Background: an optimization exercise with open tools, aiming at small area. Do not read the settings as production practice. Function was checked by simulation only, so behaviour that the tests miss may differ from the original. No activity file was given, so power comes from the tool's default toggle rates.

==> design/flow/design.v <==
package skf_pkg;
    localparam int VALUE_W   = 32;
    localparam int COV_FRAC  = 30;
    localparam int COV_W     = COV_FRAC + 2;
    localparam int REG_W     = COV_W;
    localparam int CFG_IDX_W = 2;
    localparam logic [CFG_IDX_W-1:0] REG_PROCESS_NOISE     = CFG_IDX_W'(0);
    localparam logic [CFG_IDX_W-1:0] REG_MEASUREMENT_NOISE = CFG_IDX_W'(1);
    localparam logic [REG_W-1:0]     Q_RESET   = REG_W'(1073742);
    localparam logic [REG_W-1:0]     R_RESET   = REG_W'(10737418);
    localparam logic [2:0] P_IDLE = 3'b000;   
    localparam logic [2:0] P_PRE  = 3'b001;   
    localparam logic [2:0] P_DIV  = 3'b010;   
    localparam logic [2:0] P_CCPY = 3'b011;   
    localparam logic [2:0] P_EMUL = 3'b100;   
    localparam logic [2:0] P_CMUL = 3'b101;   
    localparam logic [2:0] P_ECPY = 3'b110;   
    localparam logic [4:0] PC_FIRST = 5'b00001;
    localparam logic [4:0] PC_LAST  = 5'b01000;   
endpackage
module skf_sadd (
    input  logic a,
    input  logic b,
    input  logic ci,
    output logic s,
    output logic co
);
    assign s  = a ^ b ^ ci;
    assign co = (a & b) | (ci & (a ^ b));
endmodule
import skf_pkg::*;
module scalar_kalman_filter_unit (
    input  logic                                 i_clk,
    input  logic                                 i_rst_n,
    input  logic                                 i_in_valid,
    output logic                                 o_in_stall,
    input  logic signed [skf_pkg::VALUE_W-1:0]   i_sample,
    output logic                                 o_out_valid,
    input  logic                                 i_out_stall,
    output logic signed [skf_pkg::VALUE_W-1:0]   o_estimate,
    input  logic                                 i_cfg_we,
    input  logic [skf_pkg::CFG_IDX_W-1:0]        i_cfg_index,
    input  logic [skf_pkg::REG_W-1:0]            i_cfg_data
);
    logic [4:0]  r_cyc;         
    logic [4:0]  r_pc;          
    logic [2:0]  r_ph;
    logic        r_out_valid;
    logic [REG_W-1:0]   r_q, r_r;
    logic [VALUE_W-1:0] r_est;
    logic [31:0]        r_cov;   
    logic [31:0]        r_rem;   
    logic [32:0]        r_g;     
    logic               r_qdef, r_rdef;
    logic               r_fresh;  
    logic r_c1, r_c2, r_c3;      
    logic r_d;                   
    logic r_gcap;                
    logic r_seen;                
    logic r_rneg;                
    logic r_satp, r_satd;        
    logic r_eq, r_dz;            
    logic [REG_W-1:0]   q_reset, r_reset;
    assign q_reset = Q_RESET;
    assign r_reset = R_RESET;
    logic j0, j31;
    logic ph_idle, ph_pre, ph_div, ph_emul, ph_ecpy, ph_cmul, ph_ccpy;
    logic q_bit, r_bit, s_bit, cov_bit, pred_bit, est_bit, smp_bit, take;
    logic g_bit, m_bit;
    logic eq_now, dz_now, div_sign, gbit_w;
    logic a_x, a_y, a_ci, a_s, a_co;
    logic b_x, b_ci, b_s, b_co, den_bit;
    logic sub, acc_bit, m_x, m_y, m_ci, m_s, m_co, m_hi;
    logic mul, est_sh, est_in, cov_in, rem31_in, rem30_in, g30_in, g0_in;
    assign j0  = (r_cyc == 5'd0);
    assign j31 = (r_cyc == 5'd31);
    assign ph_idle = (r_ph == P_IDLE);
    assign ph_pre  = (r_ph == P_PRE);
    assign ph_div  = (r_ph == P_DIV);
    assign ph_emul = (r_ph == P_EMUL);
    assign ph_ecpy = r_ph[2] && r_ph[1];
    assign ph_cmul = (r_ph == P_CMUL);
    assign ph_ccpy = (r_ph == P_CCPY);
    assign mul     = r_ph[2] && !r_ph[1];
    assign q_bit    = r_qdef ? q_reset[r_cyc] : r_q[r_cyc];
    assign r_bit    = r_rdef ? r_reset[r_cyc] : r_r[r_cyc];
    assign s_bit    = i_sample[r_cyc];
    assign cov_bit  = r_fresh ? (r_cyc == 5'd30) : r_cov[0];
    assign pred_bit = r_satp || r_cov[0];
    assign est_bit  = !r_fresh && r_est[0];
    assign smp_bit  = r_fresh ? r_est[0] : s_bit;
    assign g_bit = j0 ? r_g[0] : r_gcap;
    assign m_bit = g_bit ^ r_seen;
    assign a_x  = ph_pre ? cov_bit : (g_bit && smp_bit);
    assign a_y  = ph_pre ? q_bit : (m_bit && est_bit);
    assign a_ci = !j0 && r_c1;
    skf_sadd u_add_a (.a(a_x), .b(a_y), .ci(a_ci), .s(a_s), .co(a_co));
    assign b_x  = ph_pre ? a_s : pred_bit;
    assign b_ci = !j0 && r_c2;
    skf_sadd u_add_b (.a(b_x), .b(r_bit), .ci(b_ci), .s(b_s), .co(b_co));
    assign den_bit = r_satd || b_s;
    assign sub     = !r_rneg;
    assign acc_bit = (r_pc != PC_FIRST) && r_rem[0];
    assign m_x     = ph_div ? (!j0 && r_d) : acc_bit;
    assign m_y     = ph_div ? (den_bit ^ sub) : (ph_emul ? a_s : (m_bit && pred_bit));
    assign m_ci    = j0 ? (ph_div && sub) : r_c3;
    skf_sadd u_add_m (.a(m_x), .b(m_y), .ci(m_ci), .s(m_s), .co(m_co));
    assign div_sign = r_rem[0] ^ sub ^ m_co;
    assign m_hi     = ph_emul ? (m_x ^ a_x ^ a_y ^ a_co ^ m_co) : m_co;
    assign eq_now = r_eq && (den_bit == pred_bit);
    assign dz_now = r_dz && !den_bit;
    assign gbit_w = !dz_now && (eq_now || !div_sign);
    assign cov_in   = ph_pre  ? a_s :
                      ph_ccpy ? (r_seen ? r_rem[0] : r_cov[0]) : r_cov[0];
    assign rem31_in = ph_pre ? a_s : ph_div ? m_s : (mul && j31) ? m_hi : r_rem[0];
    assign rem30_in = (mul && !j0) ? m_s : r_rem[31];
    assign g30_in   = r_ph[2] ? r_g[0] : r_g[31];
    assign g0_in    = (ph_div && j31) ? gbit_w : r_g[1];
    assign est_sh   = ph_emul || ph_ecpy || (ph_pre && r_fresh);
    assign est_in   = ph_pre  ? s_bit :
                      ph_ecpy ? (r_seen ? r_rem[0] : (!r_fresh && r_est[0])) : r_est[0];
    always_ff @(posedge i_clk) begin
        r_cov <= {cov_in, r_cov[31:1]};
        r_rem <= {rem31_in, rem30_in, r_rem[30:1]};
        r_g   <= {r_g[0], r_g[32], g30_in, r_g[30:2], g0_in};
        if (est_sh) r_est <= {est_in, r_est[VALUE_W-1:1]};
        r_c1 <= a_co;
        r_c2 <= b_co;
        r_c3 <= m_co;
        r_d  <= r_rem[0];
        if (j0) r_gcap <= r_g[0];
        if (ph_pre) begin
            r_eq <= 1'b1;
            r_dz <= 1'b1;
        end else if (ph_div) begin
            r_eq <= eq_now;
            r_dz <= dz_now;
        end
        if (ph_pre && j31) begin
            r_satp <= a_co;
            r_satd <= b_co || a_co;    
        end
        if (ph_pre) r_rneg <= 1'b0;
        else if (ph_div && j31) r_rneg <= div_sign;
        if (j31) begin
            r_seen <= mul && (r_seen || g_bit);
        end
        if (i_cfg_we && i_cfg_index == REG_PROCESS_NOISE) r_q <= i_cfg_data;
        if (i_cfg_we && i_cfg_index == REG_MEASUREMENT_NOISE) r_r <= i_cfg_data;
        if (!i_rst_n) begin
            r_cyc       <= '0;
            r_pc        <= PC_FIRST;
            r_ph        <= P_IDLE;
            r_out_valid <= 1'b0;
            r_qdef      <= 1'b1;
            r_rdef      <= 1'b1;
            r_fresh     <= 1'b1;
        end else begin
            r_cyc <= r_cyc + 5'd1;
            if (i_cfg_we && i_cfg_index == REG_PROCESS_NOISE) r_qdef <= 1'b0;
            if (i_cfg_we && i_cfg_index == REG_MEASUREMENT_NOISE) r_rdef <= 1'b0;
            if (ph_ecpy && j31) r_fresh <= 1'b0;
            if (ph_ecpy && j31) begin
                r_out_valid <= 1'b1;
            end else if (!i_out_stall) begin
                r_out_valid <= 1'b0;
            end
            if (j31) begin
                r_pc <= ((ph_div || mul) && r_pc != PC_LAST) ? {r_pc[3:0], r_pc[4] ^ r_pc[2]} : PC_FIRST;
                case (r_ph)
                    P_IDLE: if (i_in_valid && (!r_out_valid || !i_out_stall)) r_ph <= P_PRE;
                    P_PRE:  r_ph <= P_DIV;
                    P_DIV:  if (r_pc == PC_LAST) r_ph <= P_EMUL;
                    P_EMUL: if (r_pc == PC_LAST) r_ph <= P_ECPY;
                    P_ECPY: r_ph <= P_CMUL;
                    P_CMUL: if (r_pc == PC_LAST) r_ph <= P_CCPY;
                    default: r_ph <= P_IDLE;
                endcase
            end
        end
    end
    assign take        = r_fresh ? ph_pre : (ph_emul && r_pc == PC_LAST);
    assign o_in_stall  = !(take && j31);
    assign o_out_valid = r_out_valid;
    assign o_estimate  = r_est;
endmodule
==> design/flow/flow/run.sh <==
#!/bin/bash
# Standard ORFS layout (the standard.sh) with three changes:
#  - synthesis is the standard flow's own, but abc maps with an area-oriented script
#    (flow/synth_area.tcl, flow/area.abc); registers are mapped as before;
#  - the port buffers are the smallest buffer, buf_1;
#  - the clock tree uses clkbuf_8 leaves, clkbuf_4 above them, no dummy loads.
# Make's output goes to flow.log here; each ORFS step keeps its own log under
# orfs/logs.
set -euo pipefail
here=$PWD
export FLOW_SYNTH_TCL=$here/synth_recipe.tcl
export AREA_ABC_SCRIPT=$here/flow/area.abc
bash standard.sh \
  "SYNTH_SCRIPT=$here/flow/synth_area.tcl" \
  "BUFFER_PORTS_ARGS=-buffer_cell sky130_fd_sc_hd__buf_1" \
  "CTS_ARGS=-sink_clustering_enable -repair_clock_nets -buf_list sky130_fd_sc_hd__clkbuf_4 -sink_clustering_size 10 -sink_clustering_max_diameter 40 -root_buf sky130_fd_sc_hd__clkbuf_4 -tree_buf sky130_fd_sc_hd__clkbuf_4 -dont_use_dummy_load" \
  finish > flow.log 2>&1
==> design/flow/flow/area.abc <==
strash
dch
amap -m -F 6 -A 30
==> design/flow/flow/synth_area.tcl <==
# The standard synthesis (synth_recipe.tcl, which sources ORFS synth.tcl),
# with one change: abc maps the logic with the area-oriented script in
# AREA_ABC_SCRIPT instead of ORFS's delay-oriented one. Every other abc
# argument (liberty, don't-use cells, constraints) is kept.
proc abc {args} {
  set out {}
  set i 0
  while {$i < [llength $args]} {
    set a [lindex $args $i]
    if {$a eq "-script"} {
      incr i
      lappend out -script $::env(AREA_ABC_SCRIPT)
    } else {
      lappend out $a
    }
    incr i
  }
  yosys abc {*}$out
}
source $::env(FLOW_SYNTH_TCL)
==> design/flow/standard.sh <==
#!/bin/bash
# synth_recipe.tcl (not shown) runs the flow's synth.tcl, then flattens the netlist and writes it again
# the make line also repeats each setting of config.mk as NAME=value (left out here)
make -C /OpenROAD-flow-scripts/flow DESIGN_CONFIG=/design/flow/config.mk WORK_HOME=/design/flow/orfs CLKGATE_MAP_FILE= SYNTH_SCRIPT=/design/flow/synth_recipe.tcl "${@:-finish}"
==> design/flow/config.mk <==
export PLATFORM = sky130hd
export DESIGN_NAME = scalar_kalman_filter_unit
export DESIGN_NICKNAME = scalar_kalman_filter_unit
export VERILOG_FILES = /design/flow/design.v
export SDC_FILE = /design/flow/constraint.sdc
export NUM_CORES = 4
export LEC_CHECK = 0
export CAP_MARGIN = 20
export CORE_MARGIN = 2
export CORE_UTILIZATION = 50
export SLEW_MARGIN = 20
==> design/flow/constraint.sdc <==
create_clock -name core_clock -period 12.0 [get_ports {i_clk}]
set_input_delay 2.4000 -clock core_clock [delete_from_list [all_inputs] [get_ports {i_clk}]]
set_output_delay 2.4000 -clock core_clock [all_outputs]
set_load 0.01 [all_outputs]
==> summary.txt, run 1 <==
Run status
  • Status: timing/DRC/antenna clean

Cells and area
  • Area growth syn-to-layout: 12.6%
  • Cell Count, Final, Fillers Out: 819
  • Diode count: 0
  • Fill cells: 1,157
  • Commonest non-fill, non-tap cell in the layout: dfxtp_1
  • Most frequent cells in the layout: dfxtp_1 (122), buf_1 (104), edfxtp_1 (99)
  • Cell area after layout: between 0.007 and 0.008 sq mm
  • Final #Nets: 720
  • Share of cells above drive strength 1: 5.95%

Yosys
  • Sequential area share after synthesis: roughly 77%
  • Mean Syn Cell Area: 14.2 sq um
  • Ys Warns: 1
  • Post-synthesis instance total: ~500
  • Synth top area share: between 40% and 50%
  • Post-synthesis sequential element count: roughly 220
  • Syn Nets: 578
  • Primary FF master, synth: dfxtp_1
  • EDFF count, synth: between 90 and 100
  • Async set-reset flop share out of synthesis: 0%
  • Synth area leader: edfxtp_1
  • Synth top area cells: edfxtp_1 (42%), dfxtp_1 (35%), o21ai_0 (2.3%)
  • Count of cell types in the netlist: 39
  • Mapped Area: between 0.007 and 0.008 sq mm

Clocking
  • TritonCTS Buffers: 29
  • CTS max path bufs: 3
  • Hold-fix buffers, CTS: 0
  • Number of gates resized after cts: 0
  • H-tree depth: 1
  • TritonCTS clock tree: yes
  • Post-CTS Repair Setup Buffers: 0
  • Worst-Skew Late Latency: ~640 ps
  • CTS Root Cell: clkbuf_4
  • Reg clk slew, reported paths: approximately 90 ps
  • Clk sinks: 221

Timing
  • Period utilization: a little over half
  • RSZ-0062 raised after global routing: no
  • Total negative slack: 0 ps
  • Fmax: about 150 MHz
  • Minimum clock period: ~6500 ps
  • Max_slew headroom: between 40% and 50%
  • Final Hold Fails: 0
  • Pins Over Slew Limit: 0
  • Final Setup Violations: 0
  • Worst Tran Pin Value: ~850 ps
  • Worst Skew: between 40 and 50 ps
  • Setup ws final: about 5500 ps

Place
  • Port Buffers: around 100
  • Pre-CTS setup slack: ~5100 ps
  • Dpl cells: slightly below 800
  • Final GP Congestion: between 0.8 and 0.9
  • DP Area: 0.00774 sq mm
  • Dpl hpwl: roughly 8.7 mm

Critical path
  • Worst Setup End Kind: flop
  • Crit path capture: r_rem[31]
  • CP Class: reg2reg
  • Reg-to-reg slack, setup: 5520 ps
  • CP required: 12,520 ps
  • Crit path top cell by count: a21oi_1
  • Worst Reg-to-Reg Cells: 24
  • Crit-path max FO: 28
  • Critical path startpoint category: flop
  • Reg-to-reg endpoint: r_rem[31]
  • RR Startpoint: r_cyc[1]
  • Largest stage delay, worst path: 720 ps
  • Worst setup path start: r_cyc[1]
  • CP max-delay cell: clkinv_1
  • Critical Path, Cell by Cell: buf_4, clkinv_1, ha_1, nand3_1, clkinv_1, o22ai_1, ha_1, and3_1, o21ai_0, fa_1, nor2_1, a21oi_1, fa_1, nor2b_1, clkinv_1, o22ai_1, a21oi_1, fa_1, nand2_1, o21ai_0, a21oi_1, nor2_1, a21oi_1, o22ai_1
  • WP data arrival: 7000 ps

Hold path
  • Class of the worst hold path: reg2reg
  • WHS Path Cells: 0

Routing
  • Routed wire length on met2: 5.97 mm
  • Routed wire length: about 13 mm
  • Vias per Instance: about 5.5
  • DRC viols: 0
  • Vias: 4,469
  • DR top layer: met4
  • Met3 wire length: about 770 um
  • WL/cell: between 15 and 20 um
  • DRT Pass-1 Iters: 5
  • Drt initial violations: ~230
  • Antenna Nets Post-Route: 0
  • DRT met1 WL: about 6.3 mm

Power
  • Peak VDD IR: approximately 80 uV
  • Leakage dissipation: ~0.0027 uW
  • Pwr dens: 151 mW/mm^2

Floorplanning
  • DIE AREA: 0.0151 sq mm
  • Row Count: 43
  • Ports: ~110
  • Die Span Y: approximately 120 um
  • Starting density of the core: between 50 and 60%
  • Die X: between 100 and 150 um
  • Core region area: approximately 0.014 sq mm

GRT
  • Total gr overflow: 0
  • Total track usage: a little under a fifth
  • Vias in the first global route: between 4,000 and 5,000
  • First-pass GRT wire length: between 20 and 25 mm
  • Largest net degree at the start of global routing: 47
  • Initial antenna violation count: 0

Flow run
  • Max Cap Viol: 0
==> sequential cells by signal, summed over array words and instances, names as in the netlist, 3 cells and up <==
name	flops
r_cov	32
r_cyc	5
r_q	32
r_rem	32
r_r	32
r_g	33
r_ph	3
r_pc	5
r_est	32
==> through the flow <==
stage | power, uW | util (%) | hold WS, ps
CTS | 1220 | 57.6 | 328
detailed placement | 891 | 56.0 | 312
global route | 1260 | 57.6 | 325
global placement | 889 | 56.0 | 310
floorplan | 862 | - | 310
finish | 1200 | 57.6 | 324
==> cells by family after synthesis <==
logic type      Yosys count  share of synthesized area (%)
buf+inv                  36                           1.91
fa+ha+maj                 8                           1.74
flops                   221                           76.6
compound gates          145                           14.3
simple gates             88                           5.29
xor+xnor                  1                          0.124
==> cell type report <==
type                            count  area [sq um]  share of cell area, %
Multi-Input combinational cell    242          1520                   19.1
Inverter                           36           135                   1.70
Clock buffer                       29           218                   2.73
Timing Repair Buffer              111           443                   5.56
Sequential cell                   221          5420                   68.0
Tap cell                          180           225                   2.83
==> worst max-delay path, delay by kind of cell, from the launching register on <==
family                     cells  cell delay, ps
and+or+nand+nor                6             940
adders and majority gates      5            2370
AOI/OAI and AO/OA              9            1390
buffers and inverters          4            1340
DFF                            1             320
==> how the worst min path moves through the flow <==
stage,from,endpoint,slack (ps)
2_1_floorplan,r_cov[1],r_cov[0],310
4_1_cts,r_g[2],r_g[1],330
3_5_place_dp,r_cov[3],r_cov[2],310
6_report,r_g[8],r_g[7],320
3_3_place_gp,r_rem[2],r_rem[1],310
5_1_grt,r_cov[31],r_cov[30],320
==> routing by layer <==
layer,vias to the layer above,GRT usage [%]
met3,32,3.90
met5,-,0
met1,2110,25.6
met4,0,5.75
li1,2183,-
met2,144,28.4
==> synthesized netlist by cell type, types with 4 or more instances <==
| library cell | count |
|---|---|
| o21ai_0 | 32 |
| a32oi_1 | 4 |
| a21oi_1 | 21 |
| a22oi_1 | 15 |
| dfxtp_1 | 122 |
| clkinv_1 | 36 |
| nand3_1 | 12 |
| o221a_1 | 5 |
| nor3_1 | 8 |
| ha_1 | 5 |
| edfxtp_1 | 99 |
| nand2_1 | 23 |
| o221ai_1 | 17 |
| nor2_1 | 38 |
| a31oi_1 | 7 |
| o22ai_1 | 14 |
| o22a_1 | 5 |
==> report_power, final <==
part	switching, uW	total, uW	internal [uW]	leakage (uW)
clock network	213	324	111	0.000133
registers	5.68	805	799	0.00189
logic	43.4	69.2	25.9	0.000648
total	263	1200	936	0.00267
==> run 2: changes to the inputs <==
==> design/flow/flow/area.abc (replaced) <==
strash
dch
amap
==> summary.txt, run 2 <==
Run status
  • Status: timing/DRC/antenna clean

GRT
  • Total track usage: 18.7% (+0.47 points)
  • First-pass GRT wire length: 22.2 mm (+3.3%)
  • Initial antenna violation count: 1 (+1)
  • Largest net degree at the start of global routing: 34 (-28%)
  • Total gr overflow: 0 (unchanged)
  • Vias in the first global route: 4,521 (+4.0%)

Routing
  • Vias per Instance: 5.37 (-1.5%)
  • Antenna Nets Post-Route: 0 (unchanged)
  • DRT Pass-1 Iters: 5 (unchanged)
  • Routed wire length: 13.8 mm (+3.5%)
  • DRC viols: 0 (unchanged)
  • WL/cell: 16.4 um (+0.39%)
  • Vias: 4,535 (+1.5%)
  • Drt initial violations: 288 (+27%)

Timing
  • Period utilization: 53.9% (-0.11 points)
  • Worst hold slack: 309 ps (-14.9 ps)
  • Final Setup Violations: 0 (unchanged)
  • Pins Over Slew Limit: 0 (unchanged)
  • Final Hold Fails: 0 (unchanged)
  • Total negative slack: 0 ps (unchanged)
  • Fmax: 155 MHz (+0.21%)
  • Worst Tran Pin Value: 782 ps (-66.0 ps)
  • Minimum clock period: 6470 ps (-13.6 ps)
  • RSZ-0062 raised after global routing: no
  • Max_slew headroom: 47.6% (+4.5 points)
  • Worst Skew: 51.9 ps (+2.08 ps)

Yosys
  • Post-synthesis sequential element count: 221 (unchanged)
  • Syn Nets: 601 (+4.0%)
  • XOR/XNOR Fraction of Synth Area: 0.123% (-0.00057 points)
  • Compound-cell area share of the yosys netlist: 12.8% (-1.5 points)
  • Mux cell area share after synthesis: 0% (unchanged)
  • Post-synthesis instance total: 522 (+4.6%)
  • Mean Syn Cell Area: 13.6 sq um (-4.0%)
  • Primary FF master, synth: dfxtp_1
  • Mapped Area: 0.00710 sq mm (+0.46%)
  • Count of cell types in the netlist: 37 (-5.1%)
  • Synth area leader: edfxtp_1
  • Sequential area share after synthesis: 76.3% (-0.35 points)
  • Most numerous cell in the Yosys netlist: dfxtp_1
  • Simple-gate area share of the yosys netlist: 6.66% (+1.4 points)
  • EDFF count, synth: 99 (unchanged)
  • Async set-reset flop share out of synthesis: 0% (unchanged)
  • Synth top cells by count: dfxtp_1 (122), edfxtp_1 (99), nor2_1 (67)
  • Largest family of logic cells by synthesized area: compound AO/OA/AOI/OAI gates
  • Ys Warns: 1 (unchanged)
  • Synth top area share: 41.9% (-0.19 points)
  • Synth Area in Adders: 1.73% (-0.0080 points)
  • Synth top area cells: edfxtp_1 (42%), dfxtp_1 (34%), nor2_1 (3.5%)

Clocking
  • Reg clk slew, reported paths: 100 ps (about the same)
  • Hold-fix buffers, CTS: 0 (unchanged)
  • H-tree depth: 1 (unchanged)
  • CTS max path bufs: 3 (unchanged)
  • Number of gates resized after cts: 0 (unchanged)
  • CTS Root Cell: clkbuf_4
  • Clk sinks: 221 (unchanged)
  • TritonCTS clock tree: yes
  • Post-CTS Repair Setup Buffers: 0 (unchanged)
  • Worst-Skew Late Latency: 630 ps (about the same)
  • TritonCTS Buffers: 31 (+6.9%)

Floorplanning
  • Core region area: 0.0139 sq mm (+0.39%)
  • Row Count: 43 (unchanged)
  • Ports: 105 (unchanged)
  • Die X: 123 um (+0.22%)
  • DIE AREA: 0.0152 sq mm (+0.44%)
  • Starting density of the core: 51.1% (about the same)
  • Die Span Y: 123 um (+0.22%)

Cells and area
  • Area growth syn-to-layout: 12.8%
  • Most frequent cells in the layout: dfxtp_1 (122), buf_1 (104), edfxtp_1 (99)
  • Register Area: 0.00542 sq mm (unchanged)
  • Commonest non-fill, non-tap cell in the layout: dfxtp_1
  • Top reg by flops: r_g
  • Final #Nets: 744 (+3.3%)
  • Fill cells: 1,169 (+1.0%)
  • Share of cells above drive strength 1: 6.03% (+0.086 points)
  • Max FFs per register: 33 (unchanged)
  • Multi-input logic area: 0.00153 sq mm (about the same)

Critical path
  • RR Startpoint: r_cyc[1]
  • Critical path startpoint category: primary input
  • Reg-to-reg endpoint: r_g[0]
  • Worst Reg-to-Reg Cells: 24 (unchanged)
  • Worst Setup End Kind: flop
  • CP required: 12,550 ps (+30 ps)
  • Reg-to-reg slack, setup: 6000 ps (+480 ps)
  • CP Class: in2reg
  • WP data arrival: 7020 ps (+20 ps)
  • Crit-path max FO: 4 (-86%)

Power
  • Psw: 263 uW (+0.13%)
  • Share of total power in the clock network: 27.5% (+0.4 points)
  • Pwr dens: 150 mW/mm^2 (about the same)
  • Peak VDD IR: 79.9 uV (+2.1%)
  • Switching part of the total: 21.8% (-0.089 points)
  • P_int: 942 uW (+0.66%)
  • Reg power frac: 66.6% (-0.6 points)
  • Leakage dissipation: 0.00271 uW (+1.4%)
  • Comb pwr share: 5.9% (about the same)

Hold path
  • Class of the worst hold path: reg2reg
  • Hold Startpoint: r_cov[31]
  • WHS Path Cells: 0 (unchanged)
  • Hold Path Sink: r_cov[30]

Place
  • Final GP Congestion: 0.850 (-3.1%)
  • Port Buffers: 104 (unchanged)
  • Dpl hpwl: 9.24 mm (+6.5%)

Flow run
  • Max Cap Viol: 0 (unchanged)
run 2: cell types whose count changed after synthesis, moves of 6 or more:
cell | before | now
a21oi_1 | 21 | 13
a221oi_1 | 2 | 9
clkinv_1 | 36 | 46
nand2_1 | 23 | 31
nand3_1 | 12 | 3
nor2_1 | 38 | 67
o21ai_0 | 32 | 26
o221ai_1 | 17 | 7
o22ai_1 | 14 | 21
run 2: routing by layer:
layer	wire length, um	track usage [%]	vias up	share of wire [%]
met2	6030	29.2	162	44
met1	6630	26.2	2141	48
li1	-	-	2208	-
met3	922	4.24	24	6.7
met5	0	0	-	0
met4	244	5.68	0	1.8
run 2: worst max path at each step:
stage                      start  slack (ps)      to  depth (start not counted)
floorplan           i_sample[24]        5530  r_g[0]                         23
global placement    i_sample[24]        5090  r_g[0]                         24
detailed placement  i_sample[24]        4940  r_g[0]                         25
CTS                 i_sample[24]        5620  r_g[0]                         25
global route        i_sample[24]        5090  r_g[0]                         25
finish              i_sample[26]        5530  r_g[0]                         25
run 2: layout make-up:
cell class | instances | area share [%]
clock buffers | 31 | 2.91
multi-input cells | 255 | 19.0
repair buffers | 110 | 5.44
diodes | 1 | 0.0312
inverters | 46 | 2.16
flip-flops and latches | 221 | 67.6
well taps | 180 | 2.81
run 2: logic make-up (layout without fill, tap and decap cells):
group           count (synthesis)  in the layout
other cells                     0              1
compound gates                129            129
fa+ha+maj                       8              8
simple gates                  117            117
flops                         221            221
buf+inv                        46            187
xor+xnor                        1              1
run 2: critical path, stage by stage:
cell	delay (ps)
buf_1	70
a22oi_1	180
o22ai_1	100
a222oi_1	380
o21ai_0	180
o32ai_1	200
o22ai_1	130
nand3_1	80
o21ai_0	120
clkinv_1	100
fa_1	410
or2_0	270
o21a_1	140
fa_1	470
nor2b_1	150
clkinv_1	80
nor2_1	50
o32ai_1	400
fa_1	300
clkinv_1	110
o22ai_1	200
nor2_1	60
a21oi_1	170
nor2_1	80
o31ai_1	210
run 2: power groups by stage:
stage	sequential, uW	combinational, uW	clock, uW
2_1_floorplan	821	39.7	0
3_3_place_gp	820	68.4	0
3_5_place_dp	820	69.7	0
4_1_cts	803	70.1	347
5_1_grt	804	78.8	378
6_report	803	70.5	331
run 2: metrics by stage:
| stage | area (sq um) | utilization (%) | instances | power, uW | worst slack [ps] |
|---|---|---|---|---|---|
| floorplan | 7100 | - | 522 | 861 | 5530 |
| global placement | 7770 | 56.0 | 812 | 888 | 5090 |
| detailed placement | 7770 | 56.0 | 812 | 890 | 4940 |
| CTS | 8010 | 57.7 | 843 | 1220 | 5620 |
| global route | 8010 | 57.7 | 844 | 1260 | 5090 |
| finish | 8010 | 57.7 | 844 | 1200 | 5530 |
==> run 3: changes to the inputs <==
--- a/design/flow/flow/run.sh
+++ b/design/flow/flow/run.sh
@@ -3,7 +3,7 @@
 #  - synthesis is the standard flow's own, but abc maps with an area-oriented script
 #    (flow/synth_area.tcl, flow/area.abc); registers are mapped as before;
 #  - the port buffers are the smallest buffer, buf_1;
-#  - the clock tree uses clkbuf_8 leaves, clkbuf_4 above them, no dummy loads.
+#  - the clock tree uses clkbuf_4 buffers and no dummy loads.
 # Make's output goes to flow.log here; each ORFS step keeps its own log under
 # orfs/logs.
 set -euo pipefail
==> design/flow/flow/area.abc (replaced) <==
strash
dch
amap -m -F 6 -A 30
==> summary.txt, run 3 <==
Cells and area
  • Diode count: 0 (-1)
  • Multi-input logic area: 0.00152 sq mm (about the same)
  • Top reg by flops: r_g
  • Most frequent cells in the layout: dfxtp_1 (122), buf_1 (104), edfxtp_1 (99)
  • Final #Nets: 720 (-3.2%)
  • Commonest non-fill, non-tap cell in the layout: dfxtp_1
  • Register Area: 0.00542 sq mm (unchanged)
  • Final core utilization: 57.6% (-0.13 points)
  • Area growth syn-to-layout: 12.6%
  • Fill cells: 1,157 (-1.0%)
  • Share of cells above drive strength 1: 5.95% (-0.086 points)
  • Max FFs per register: 33 (unchanged)

Timing
  • Worst Tran Pin Value: 848 ps (+66.0 ps)
  • Final Setup Violations: 0 (unchanged)
  • Pins Over Slew Limit: 0 (unchanged)
  • Total negative slack: 0 ps (unchanged)
  • RSZ-0062 raised after global routing: no
  • Fmax: 154 MHz (-0.21%)
  • Max_slew headroom: 43.1% (-4.5 points)
  • Final Hold Fails: 0 (unchanged)
  • Worst Skew: 49.8 ps (-2.08 ps)
  • Minimum clock period: 6480 ps (+13.6 ps)
  • Period utilization: 54.0% (+0.11 points)

Floorplanning
  • Die Span Y: 123 um (-0.22%)
  • Starting density of the core: 51.1% (about the same)
  • Core region area: 0.0138 sq mm (-0.39%)
  • Row Count: 43 (unchanged)
  • Die X: 123 um (-0.22%)
  • Ports: 105 (unchanged)
  • DIE AREA: 0.0151 sq mm (-0.44%)

Yosys
  • EDFF count, synth: 99 (unchanged)
  • Most numerous cell in the Yosys netlist: dfxtp_1
  • Synth top cells by count: dfxtp_1 (122), edfxtp_1 (99), nor2_1 (38)
  • Synth area leader: edfxtp_1
  • Mapped Area: 0.00707 sq mm (-0.46%)
  • Primary FF master, synth: dfxtp_1
  • Count of cell types in the netlist: 39 (+5.4%)
  • Async set-reset flop share out of synthesis: 0% (unchanged)
  • Post-synthesis instance total: 499 (-4.4%)
  • Sequential area share after synthesis: 76.6% (+0.35 points)
  • Post-synthesis sequential element count: 221 (unchanged)
  • Ys Warns: 1 (unchanged)
  • Syn Nets: 578 (-3.8%)
  • Mean Syn Cell Area: 14.2 sq um (+4.1%)
  • Synth top area share: 42.1% (+0.19 points)
  • Synth top area cells: edfxtp_1 (42%), dfxtp_1 (35%), o21ai_0 (2.3%)

GRT
  • First-pass GRT wire length: 21.5 mm (-3.2%)
  • Vias in the first global route: 4,346 (-3.9%)
  • Total track usage: 18.2% (-0.47 points)
  • Largest net degree at the start of global routing: 47 (+38%)
  • Initial antenna violation count: 0 (-1)
  • Total gr overflow: 0 (unchanged)

Critical path
  • Crit-path max FO: 28 (+24)
  • CP Class: reg2reg
  • Largest stage delay, worst path: 720 ps (+250 ps)
  • CP required: 12,520 ps (-30 ps)
  • Critical path startpoint category: flop
  • Critical Path, Cell by Cell: buf_4, clkinv_1, ha_1, nand3_1, clkinv_1, o22ai_1, ha_1, and3_1, o21ai_0, fa_1, nor2_1, a21oi_1, fa_1, nor2b_1, clkinv_1, o22ai_1, a21oi_1, fa_1, nand2_1, o21ai_0, a21oi_1, nor2_1, a21oi_1, o22ai_1
  • WP data arrival: 7000 ps (-20 ps)
  • CP max-delay cell: clkinv_1
  • Crit path top cell by count: a21oi_1
  • Worst Setup End Kind: flop

Place
  • Port Buffers: 104 (unchanged)
  • Final GP Congestion: 0.877 (+3.2%)
  • Dpl hpwl: 8.67 mm (-6.1%)

Power
  • Peak VDD IR: 78.2 uV (-2.1%)
  • Psw: 263 uW (-0.13%)
  • Reg power frac: 67.2% (+0.6 points)
  • Final Total Pwr: 1200 uW (-0.54%)
  • Comb pwr share: 5.8% (about the same)
  • Leakage dissipation: 0.00267 uW (-1.4%)
  • Switching part of the total: 21.9% (+0.089 points)
  • Pwr dens: 151 mW/mm^2 (about the same)
  • Share of total power in the clock network: 27.1% (-0.4 points)
  • P_int: 936 uW (-0.65%)

Routing
  • Routed wire length: 13.4 mm (-3.3%)
  • DRT Pass-1 Iters: 5 (unchanged)
  • Vias per Instance: 5.46 (+1.6%)
  • DRC viols: 0 (unchanged)
  • Antenna Nets Post-Route: 0 (unchanged)
  • Vias: 4,469 (-1.5%)
  • WL/cell: 16.3 um (-0.39%)
  • Drt initial violations: 227 (-21%)

Clocking
  • Number of gates resized after cts: 0 (unchanged)
  • Hold-fix buffers, CTS: 0 (unchanged)
  • TritonCTS clock tree: yes
  • Clk sinks: 221 (unchanged)
  • Worst-Skew Late Latency: 640 ps (about the same)
  • H-tree depth: 1 (unchanged)
  • CTS max path bufs: 3 (unchanged)
  • Reg clk slew, reported paths: 90 ps (about the same)
  • TritonCTS Buffers: 29 (-6.5%)
  • CTS Root Cell: clkbuf_4
  • Post-CTS Repair Setup Buffers: 0 (unchanged)

Run status
  • Status: timing/DRC/antenna clean

Flow run
  • Max Cap Viol: 0 (unchanged)

Hold path
  • Class of the worst hold path: reg2reg
run 3: cell types whose count changed in the layout (fill, tap and decap cells not counted), moves of 6 or more:
cell,before,now
o221ai_1,7,17
a221oi_1,9,2
nor2_1,66,37
o21ai_0,26,32
nand3_1,3,12
clkinv_1,46,36
nand2_1,31,23
a21oi_1,13,21
o22ai_1,20,14
run 3: stage by stage:
| step | hold WS (ps) | setup slack (ps) | cells | cell area (sq um) |
|---|---|---|---|---|
| floorplan | 310 | 5440 | 499 | 7070 |
| global placement | 310 | 5090 | 790 | 7740 |
| detailed placement | 312 | 5060 | 790 | 7740 |
| CTS | 328 | 5450 | 819 | 7960 |
| global route | 325 | 4840 | 819 | 7960 |
| finish | 324 | 5520 | 819 | 7960 |
run 3: area by class of cell:
cell class / count / share of cell area [%]
clock buffer: 29 / 2.73
inverter: 36 / 1.70
sequential: 221 / 68.0
multi-input combinational: 242 / 19.1
timing repair buffer: 111 / 5.56
tap: 180 / 2.83
run 3: power groups by stage:
stage / registers [uW] / clock network, uW / logic, uW
6_report: 805 / 324 / 69.2
5_1_grt: 806 / 371 / 77.7
4_1_cts: 805 / 341 / 69.6
3_5_place_dp: 822 / 0 / 69.1
3_3_place_gp: 822 / 0 / 67.5
2_1_floorplan: 824 / 0 / 38.4
run 3: path summary, 6_finish.rpt:
check,from,endpoint,slack [ps],cells after the start
max,r_cyc[1],r_rem[31],5520,24
max reg2reg,r_cyc[1],r_rem[31],5520,24
min reg2reg,r_g[8],r_g[7],320,0
min,r_g[8],r_g[7],320,0
run 3: metal layers:
metal	part of all wire (%)	GRT usage (%)	wire length [um]
met3	5.8	3.90	774
met1	47	25.6	6280
met5	0	0	0
met4	2.6	5.75	346
met2	45	28.4	5970
run 3: critical path, delay by kind of cell, from the launching register on:
kind | cells | cell delay (ps)
compound gates | 9 | 1390
fa+ha+maj | 5 | 2370
buf+inv | 4 | 1340
flops | 1 | 320
simple gates | 6 | 940
run 3: cells by family (layout without fill, tap and decap cells):
group	Yosys count	count (layout)	share of synthesized area (%)
AO/OA/AOI/OAI	145	145	14.3
XOR/XNOR	1	1	0.124
adder cells (fa/ha/maj)	8	8	1.74
buffers and inverters	36	176	1.91
flip-flops	221	221	76.6
AND/OR/NAND/NOR	88	88	5.29
==> run 4: changes to the inputs <==
--- a/design/flow/flow/run.sh
+++ b/design/flow/flow/run.sh
@@ -13,5 +13,5 @@
 bash standard.sh \
   "SYNTH_SCRIPT=$here/flow/synth_area.tcl" \
   "BUFFER_PORTS_ARGS=-buffer_cell sky130_fd_sc_hd__buf_1" \
-  "CTS_ARGS=-sink_clustering_enable -repair_clock_nets -buf_list sky130_fd_sc_hd__clkbuf_4 -sink_clustering_size 10 -sink_clustering_max_diameter 40 -root_buf sky130_fd_sc_hd__clkbuf_4 -tree_buf sky130_fd_sc_hd__clkbuf_4 -dont_use_dummy_load" \
+  "CTS_ARGS=-sink_clustering_enable -repair_clock_nets -buf_list sky130_fd_sc_hd__clkbuf_4 -sink_clustering_size 13 -sink_clustering_max_diameter 45 -root_buf sky130_fd_sc_hd__clkbuf_4 -tree_buf sky130_fd_sc_hd__clkbuf_4 -dont_use_dummy_load" \
   finish > flow.log 2>&1
==> summary.txt, run 4 <==
Timing
  • Pins Over Slew Limit: 0 (unchanged)
  • Worst hold slack: 321 ps (-2.42 ps)
  • Worst Tran Pin Value: 859 ps (+11.8 ps)
  • Total negative slack: 0 ps (unchanged)
  • Worst Skew: 57.5 ps (+7.66 ps)
  • Max_slew headroom: 42.3% (-0.79 points)
  • Fmax: 153 MHz (-0.49%)
  • Minimum clock period: 6520 ps (+32.1 ps)
  • Final Setup Violations: 0 (unchanged)
  • RSZ-0062 raised after global routing: no
  • Setup ws final: 5480 ps (-32.1 ps)
  • Final Hold Fails: 0 (unchanged)
  • Period utilization: 54.3% (+0.27 points)

Yosys
  • Synth top area share: 42.1% (unchanged)
  • Mean Syn Cell Area: 14.2 sq um (unchanged)
  • Most numerous cell in the Yosys netlist: dfxtp_1
  • Primary FF master, synth: dfxtp_1
  • Synth top cells by count: dfxtp_1 (122), edfxtp_1 (99), nor2_1 (38)
  • Synth top area cells: edfxtp_1 (42%), dfxtp_1 (35%), o21ai_0 (2.3%)
  • Syn Nets: 578 (unchanged)
  • Post-synthesis instance total: 499 (unchanged)
  • Mapped Area: 0.00707 sq mm (unchanged)
  • Post-synthesis sequential element count: 221 (unchanged)
  • Sequential area share after synthesis: 76.6% (unchanged)
  • Ys Warns: 1 (unchanged)
  • Synth area leader: edfxtp_1
  • Async set-reset flop share out of synthesis: 0% (unchanged)
  • EDFF count, synth: 99 (unchanged)
  • Count of cell types in the netlist: 39 (unchanged)

Flow run
  • Max Cap Viol: 0 (unchanged)

Place
  • Pre-CTS setup slack: 5060 ps (unchanged)
  • Final GP Congestion: 0.877 (unchanged)
  • Dpl cells: 790 (unchanged)
  • Port Buffers: 104 (unchanged)
  • Dpl hpwl: 8.67 mm (unchanged)

GRT
  • Largest net degree at the start of global routing: 47 (unchanged)
  • Vias in the first global route: 4,272 (-1.7%)
  • First-pass GRT wire length: 21.3 mm (-1.1%)
  • Initial antenna violation count: 0 (unchanged)
  • Total gr overflow: 0 (unchanged)
  • Total track usage: 17.9% (-0.31 points)

Floorplanning
  • Row Count: 43 (unchanged)
  • Starting density of the core: 51.1% (unchanged)
  • Die X: 123 um (unchanged)
  • DIE AREA: 0.0151 sq mm (unchanged)
  • Die Span Y: 123 um (unchanged)
  • Ports: 105 (unchanged)
  • Core region area: 0.0138 sq mm (unchanged)

Cells and area
  • Fill cells: 1,152 (-0.43%)
  • Final #Nets: 714 (-0.83%)
  • Max FFs per register: 33 (unchanged)
  • Top reg by flops: r_g
  • Diode count: 0 (unchanged)
  • Register Area: 0.00542 sq mm (unchanged)
  • Share of cells above drive strength 1: 5.06% (-0.89 points)
  • Most frequent cells in the layout: dfxtp_1 (122), buf_1 (104), edfxtp_1 (99)
  • Area growth syn-to-layout: 12.0%
  • Multi-input logic area: 0.00152 sq mm (unchanged)
  • Cell Count, Final, Fillers Out: 813 (-0.73%)
  • Commonest non-fill, non-tap cell in the layout: dfxtp_1

Routing
  • DRT Pass-1 Iters: 4 (-1)
  • Routed wire length: 13.3 mm (-0.50%)
  • Antenna Nets Post-Route: 0 (unchanged)
  • Vias per Instance: 5.41 (-0.79%)
  • Vias: 4,401 (-1.5%)
  • DRC viols: 0 (unchanged)
  • WL/cell: 16.4 um (+0.23%)
  • Drt initial violations: 274 (+21%)

Clocking
  • Clk sinks: 221 (unchanged)
  • Worst-Skew Late Latency: 600 ps (-40 ps)
  • Post-CTS Repair Setup Buffers: 0 (unchanged)
  • Number of gates resized after cts: 0 (unchanged)
  • H-tree depth: 1 (unchanged)
  • TritonCTS clock tree: yes
  • Reg clk slew, reported paths: 120 ps (+30 ps)
  • TritonCTS Buffers: 23 (-21%)
  • CTS max path bufs: 3 (unchanged)
  • CTS Root Cell: clkbuf_4
  • Hold-fix buffers, CTS: 0 (unchanged)

Critical path
  • Worst path depth: 24 (unchanged)
  • Worst Reg-to-Reg Cells: 24 (unchanged)
  • Crit path top cell by count: a21oi_1
  • CP max-delay cell: clkinv_1
  • Worst Setup End Kind: flop
  • WP data arrival: 6980 ps (-20 ps)
  • Reg-to-reg slack, setup: 5480 ps (-30 ps)
  • Worst path top cell family by delay: adder cells
  • RR Startpoint: r_cyc[1]
  • Critical path startpoint category: flop
  • Reg-to-reg endpoint: r_rem[31]
  • Crit path capture: r_rem[31]
  • CP Class: reg2reg
  • Worst setup path start: r_cyc[1]
  • Largest stage delay, worst path: 720 ps (about the same)
  • Critical Path, Cell by Cell: buf_4, clkinv_1, ha_1, nand3_1, clkinv_1, o22ai_1, ha_1, and3_1, o21ai_0, fa_1, nor2_1, a21oi_1, fa_1, nor2b_1, clkinv_1, o22ai_1, a21oi_1, fa_1, nand2_1, o21ai_0, a21oi_1, nor2_1, a21oi_1, o22ai_1
  • Crit-path max FO: 28 (unchanged)
  • CP required: 12,470 ps (-50 ps)
  • WP buf/inv: 4 (unchanged)

Hold path
  • Class of the worst hold path: reg2reg

Power
  • Leakage dissipation: 0.00264 uW (-1.0%)
  • Peak VDD IR: 88.0 uV (+12%)
  • Pwr dens: 148 mW/mm^2 (-1.8%)

Run status
  • Status: timing/DRC/antenna clean
==> run 4: kinds of logic after synthesis <==
family | share of synthesized area (%)
compound gates | 14.3
flops | 76.6
xor+xnor | 0.124
buf+inv | 1.91
simple gates | 5.29
fa+ha+maj | 1.74
==> run 4: routing by layer <==
layer  GRT usage, %  wire length [um]  up-vias
li1               -                 -     2167
met1           25.6              6440     2078
met2           28.0              5860      131
met3           3.67               728       25
met4           4.74               267        0
met5              0                 0        -
==> run 4: how the worst min path moves through the flow <==
stage	startpoint	end	slack [ps]	depth (start not counted)
after floorplan	r_cov[1]	r_cov[0]	310	0
after global placement	r_rem[2]	r_rem[1]	310	0
after detailed placement	r_cov[3]	r_cov[2]	310	0
after CTS	r_rem[22]	r_rem[21]	310	0
after global routing	r_cov[8]	r_cov[7]	310	0
final	r_rem[22]	r_rem[21]	320	0
==> run 4: power breakdown <==
part           internal [uW]  switching [uW]  leakage (uW)
clock network           88.8             207      0.000106
registers                799            5.74       0.00189
logic                   25.8            43.4      0.000648
total                    914             256       0.00264
==> run 4: cell type report <==
type,instances,area share (%)
Inverter,36,1.71
Multi-Input combinational cell,242,19.3
Timing Repair Buffer,111,5.60
Tap cell,180,2.85
Clock buffer,23,2.18
Sequential cell,221,68.4
==> run 4: stage by stage <==
stage / utilization (%) / power (uW) / area (sq um)
after global routing: 57.2 / 1220 / 7920
after floorplan: - / 862 / 7070
after CTS: 57.2 / 1180 / 7920
after global placement: 56.0 / 889 / 7740
after detailed placement: 56.0 / 891 / 7740
final: 57.2 / 1170 / 7920
==> run 5: changes to the inputs <==
--- a/design/flow/flow/run.sh
+++ b/design/flow/flow/run.sh
@@ -13,5 +13,5 @@
 bash standard.sh \
   "SYNTH_SCRIPT=$here/flow/synth_area.tcl" \
   "BUFFER_PORTS_ARGS=-buffer_cell sky130_fd_sc_hd__buf_1" \
-  "CTS_ARGS=-sink_clustering_enable -repair_clock_nets -buf_list sky130_fd_sc_hd__clkbuf_4 -sink_clustering_size 13 -sink_clustering_max_diameter 45 -root_buf sky130_fd_sc_hd__clkbuf_4 -tree_buf sky130_fd_sc_hd__clkbuf_4 -dont_use_dummy_load" \
+  "CTS_ARGS=-sink_clustering_enable -repair_clock_nets -buf_list sky130_fd_sc_hd__clkbuf_4 -sink_clustering_size 12 -sink_clustering_max_diameter 40 -root_buf sky130_fd_sc_hd__clkbuf_4 -tree_buf sky130_fd_sc_hd__clkbuf_4 -dont_use_dummy_load" \
   finish > flow.log 2>&1
==> summary.txt, run 5 <==
Yosys
  • Synth area leader: edfxtp_1
  • Synth top cells by count: dfxtp_1 (122), edfxtp_1 (99), nor2_1 (38)
  • Async set-reset flop share out of synthesis: 0% (unchanged)
  • Post-synthesis instance total: 499 (unchanged)
  • Synth top area cells: edfxtp_1 (42%), dfxtp_1 (35%), o21ai_0 (2.3%)
  • Syn Nets: 578 (unchanged)
  • Ys Warns: 1 (unchanged)
  • Mean Syn Cell Area: 14.2 sq um (unchanged)
  • Count of cell types in the netlist: 39 (unchanged)
  • Sequential area share after synthesis: 76.6% (unchanged)
  • Post-synthesis sequential element count: 221 (unchanged)
  • Synth top area share: 42.1% (unchanged)
  • EDFF count, synth: 99 (unchanged)
  • Primary FF master, synth: dfxtp_1
  • Most numerous cell in the Yosys netlist: dfxtp_1
  • Mapped Area: 0.00707 sq mm (unchanged)

Critical path
  • Critical path startpoint category: flop
  • Crit path top cell by count: a21oi_1
  • CP Class: reg2reg
  • Reg-to-reg endpoint: r_rem[31]
  • CP max-delay cell: clkinv_1
  • Reg-to-reg slack, setup: 5500 ps (+20 ps)
  • Largest stage delay, worst path: 730 ps (about the same)
  • RR Startpoint: r_cyc[1]
  • Critical Path, Cell by Cell: buf_4, clkinv_1, ha_1, nand3_1, clkinv_1, o22ai_1, ha_1, and3_1, o21ai_0, fa_1, nor2_1, a21oi_1, fa_1, nor2b_1, clkinv_1, o22ai_1, a21oi_1, fa_1, nand2_1, o21ai_0, a21oi_1, nor2_1, a21oi_1, o22ai_1
  • Worst Setup End Kind: flop
  • WP data arrival: 7010 ps (+30 ps)
  • Worst Reg-to-Reg Cells: 24 (unchanged)
  • CP required: 12,510 ps (+40 ps)
  • Crit-path max FO: 28 (unchanged)

Routing
  • DRC viols: 0 (unchanged)
  • DRT Pass-1 Iters: 5 (+1)
  • Antenna Nets Post-Route: 0 (unchanged)
  • WL/cell: 16.4 um (+0.18%)
  • Vias per Instance: 5.43 (+0.25%)
  • Routed wire length: 13.4 mm (+0.80%)
  • Drt initial violations: 219 (-20%)
  • Vias: 4,439 (+0.86%)

Hold path
  • WHS Path Cells: 0 (unchanged)
  • Hold Path Sink: r_cov[30]
  • Hold Startpoint: r_cov[31]
  • Class of the worst hold path: reg2reg

Flow run
  • Max Cap Viol: 0 (unchanged)

Clocking
  • Hold-fix buffers, CTS: 0 (unchanged)
  • CTS Root Cell: clkbuf_4
  • Clk sinks: 221 (unchanged)
  • TritonCTS clock tree: yes
  • CTS max path bufs: 3 (unchanged)
  • Reg clk slew, reported paths: 120 ps (about the same)
  • Worst-Skew Late Latency: 640 ps (+40 ps)
  • Post-CTS Repair Setup Buffers: 0 (unchanged)
  • H-tree depth: 1 (unchanged)
  • TritonCTS Buffers: 28 (+22%)
  • Number of gates resized after cts: 0 (unchanged)

Place
  • Port Buffers: 104 (unchanged)
  • Final GP Congestion: 0.877 (unchanged)
  • Dpl hpwl: 8.67 mm (unchanged)
  • Pre-CTS setup slack: 5060 ps (unchanged)

Floorplanning
  • Core region area: 0.0138 sq mm (unchanged)
  • Die X: 123 um (unchanged)
  • Row Count: 43 (unchanged)
  • Starting density of the core: 51.1% (unchanged)
  • Die Span Y: 123 um (unchanged)
  • Ports: 105 (unchanged)
  • DIE AREA: 0.0151 sq mm (unchanged)

GRT
  • Vias in the first global route: 4,327 (+1.3%)
  • Total gr overflow: 0 (unchanged)
  • Largest net degree at the start of global routing: 47 (unchanged)
  • Total track usage: 18.2% (+0.26 points)
  • GR Layer Usage met2: 28.3% (+0.38 points)
  • Global routing usage on met1: 25.6% (about the same)
  • Initial antenna violation count: 0 (unchanged)
  • Most used routing layer: met2
  • Grt met3 use: 3.95% (+0.28 points)
  • First-pass GRT wire length: 21.5 mm (+1.0%)

Cells and area
  • Most frequent cells in the layout: dfxtp_1 (122), buf_1 (104), edfxtp_1 (99)
  • Share of cells above drive strength 1: 5.80% (+0.74 points)
  • Area growth syn-to-layout: 12.5%
  • Final #Nets: 719 (+0.70%)
  • Commonest non-fill, non-tap cell in the layout: dfxtp_1
  • Diode count: 0 (unchanged)
  • Top reg by flops: r_g
  • Max FFs per register: 33 (unchanged)

Timing
  • Worst Skew: 65.6 ps (+8.12 ps)
  • Final Hold Fails: 0 (unchanged)
  • Fmax: 154 MHz (+0.26%)
  • Minimum clock period: 6500 ps (-16.8 ps)
  • Max_slew headroom: 42.2% (-0.095 points)
  • Pins Over Slew Limit: 0 (unchanged)
  • Total negative slack: 0 ps (unchanged)
  • Final Setup Violations: 0 (unchanged)
  • Worst Tran Pin Value: 861 ps (+1.41 ps)
  • Setup ws final: 5500 ps (+16.8 ps)
  • Period utilization: 54.2% (-0.14 points)
  • RSZ-0062 raised after global routing: no

Power
  • Pwr dens: 150 mW/mm^2 (+1.6%)
  • Peak VDD IR: 85.4 uV (-3.0%)
  • Leakage dissipation: 0.00266 uW (+0.87%)

Run status
  • Status: timing/DRC/antenna clean
[run 5: report_power, final]
group          internal, uW  switching, uW
registers               799           5.67
logic                  25.8           43.4
clock network           107            214
[run 5: area by class of cell]
class / count / area (sq um)
Timing Repair Buffer: 111 / 443
Multi-Input combinational cell: 242 / 1520
Fill cell: 1162 / 5870
Sequential cell: 221 / 5420
Inverter: 36 / 135
Tap cell: 180 / 225
Clock buffer: 28 / 210
[run 5: critical path: cells and delay by family, from the launching register on]
family / cells / cell delay [ps]
adders and majority gates: 5 / 2380
AOI/OAI and AO/OA: 9 / 1390
buffers and inverters: 4 / 1350
and+or+nand+nor: 6 / 940
DFF: 1 / 320
[run 5: cells by family (layout without fill, tap and decap cells)]
| kind of cell | after synthesis | after routing | synth area share (%) |
|---|---|---|---|
| flip-flops | 221 | 221 | 76.6 |
| buffers and inverters | 36 | 175 | 1.91 |
| AO/OA/AOI/OAI | 145 | 145 | 14.3 |
| adder cells (fa/ha/maj) | 8 | 8 | 1.74 |
| XOR/XNOR | 1 | 1 | 0.124 |
| AND/OR/NAND/NOR | 88 | 88 | 5.29 |
[run 5: worst max-delay path by stage]
stage | start | endpoint | cells past startpoint
floorplan | i_sample[10] | r_rem[31] | 23
global placement | i_sample[10] | r_rem[31] | 24
detailed placement | i_sample[10] | r_rem[31] | 24
CTS | r_cyc[1] | r_rem[31] | 24
global route | r_cyc[1] | r_rem[31] | 24
finish | r_cyc[1] | r_rem[31] | 24
[run 5: per-stage QoR]
stage	power (uW)	util, %	hold WS, ps	instance area (sq um)	instances
2_1_floorplan	862	-	310	7070	499
6_report	1190	57.5	320	7950	818
4_1_cts	1210	57.5	318	7950	818
3_5_place_dp	891	56.0	312	7740	790
3_3_place_gp	889	56.0	310	7740	790
5_1_grt	1250	57.5	309	7950	818
[run 5: layer usage]
layer	wire [um]	part of all wire [%]
met4	260	1.9
met5	0	0
met2	5990	45
met1	6330	47
met3	815	6.1

port drivers added, routing unchanged:
Ports are ideal in the flow. The routed layouts listed here were re-timed in OpenROAD.
Step 1, drivers: a clkbuf_16 drives i_clk and a buf_2 each remaining input, both assumed.
Step 2 also shifts input and output timing later by t, the mid clock arrival at the registers, as if the neighbouring blocks saw the same clock.
a / b / c = ideal ports / drivers / drivers and shift; a / b = the first two.
run | shift t [ns] | setup WS [ns] | slew at the worst register clock pin (ns) | worst slew at a driven data input, ns
run 1 | 0.643 | 5.516 / 5.516 / 5.049 | 0.10 / 0.10 | 0.05
run 2 | 0.638 | 5.530 / 5.544 / 4.906 | 0.11 / 0.11 | 0.05
run 3 | 0.643 | 5.516 / 5.516 / 5.049 | 0.10 / 0.10 | 0.05
run 4 | 0.610 | 5.484 / 5.484 / 5.029 | 0.13 / 0.13 | 0.05
run 5 | 0.642 | 5.501 / 5.501 / 5.044 | 0.12 / 0.12 | 0.05
After both steps every run listed still meets setup and hold. For run 2, which loses most, drivers alone change the setup slack by +0.014 ns; drivers and shift together by -0.624 ns.
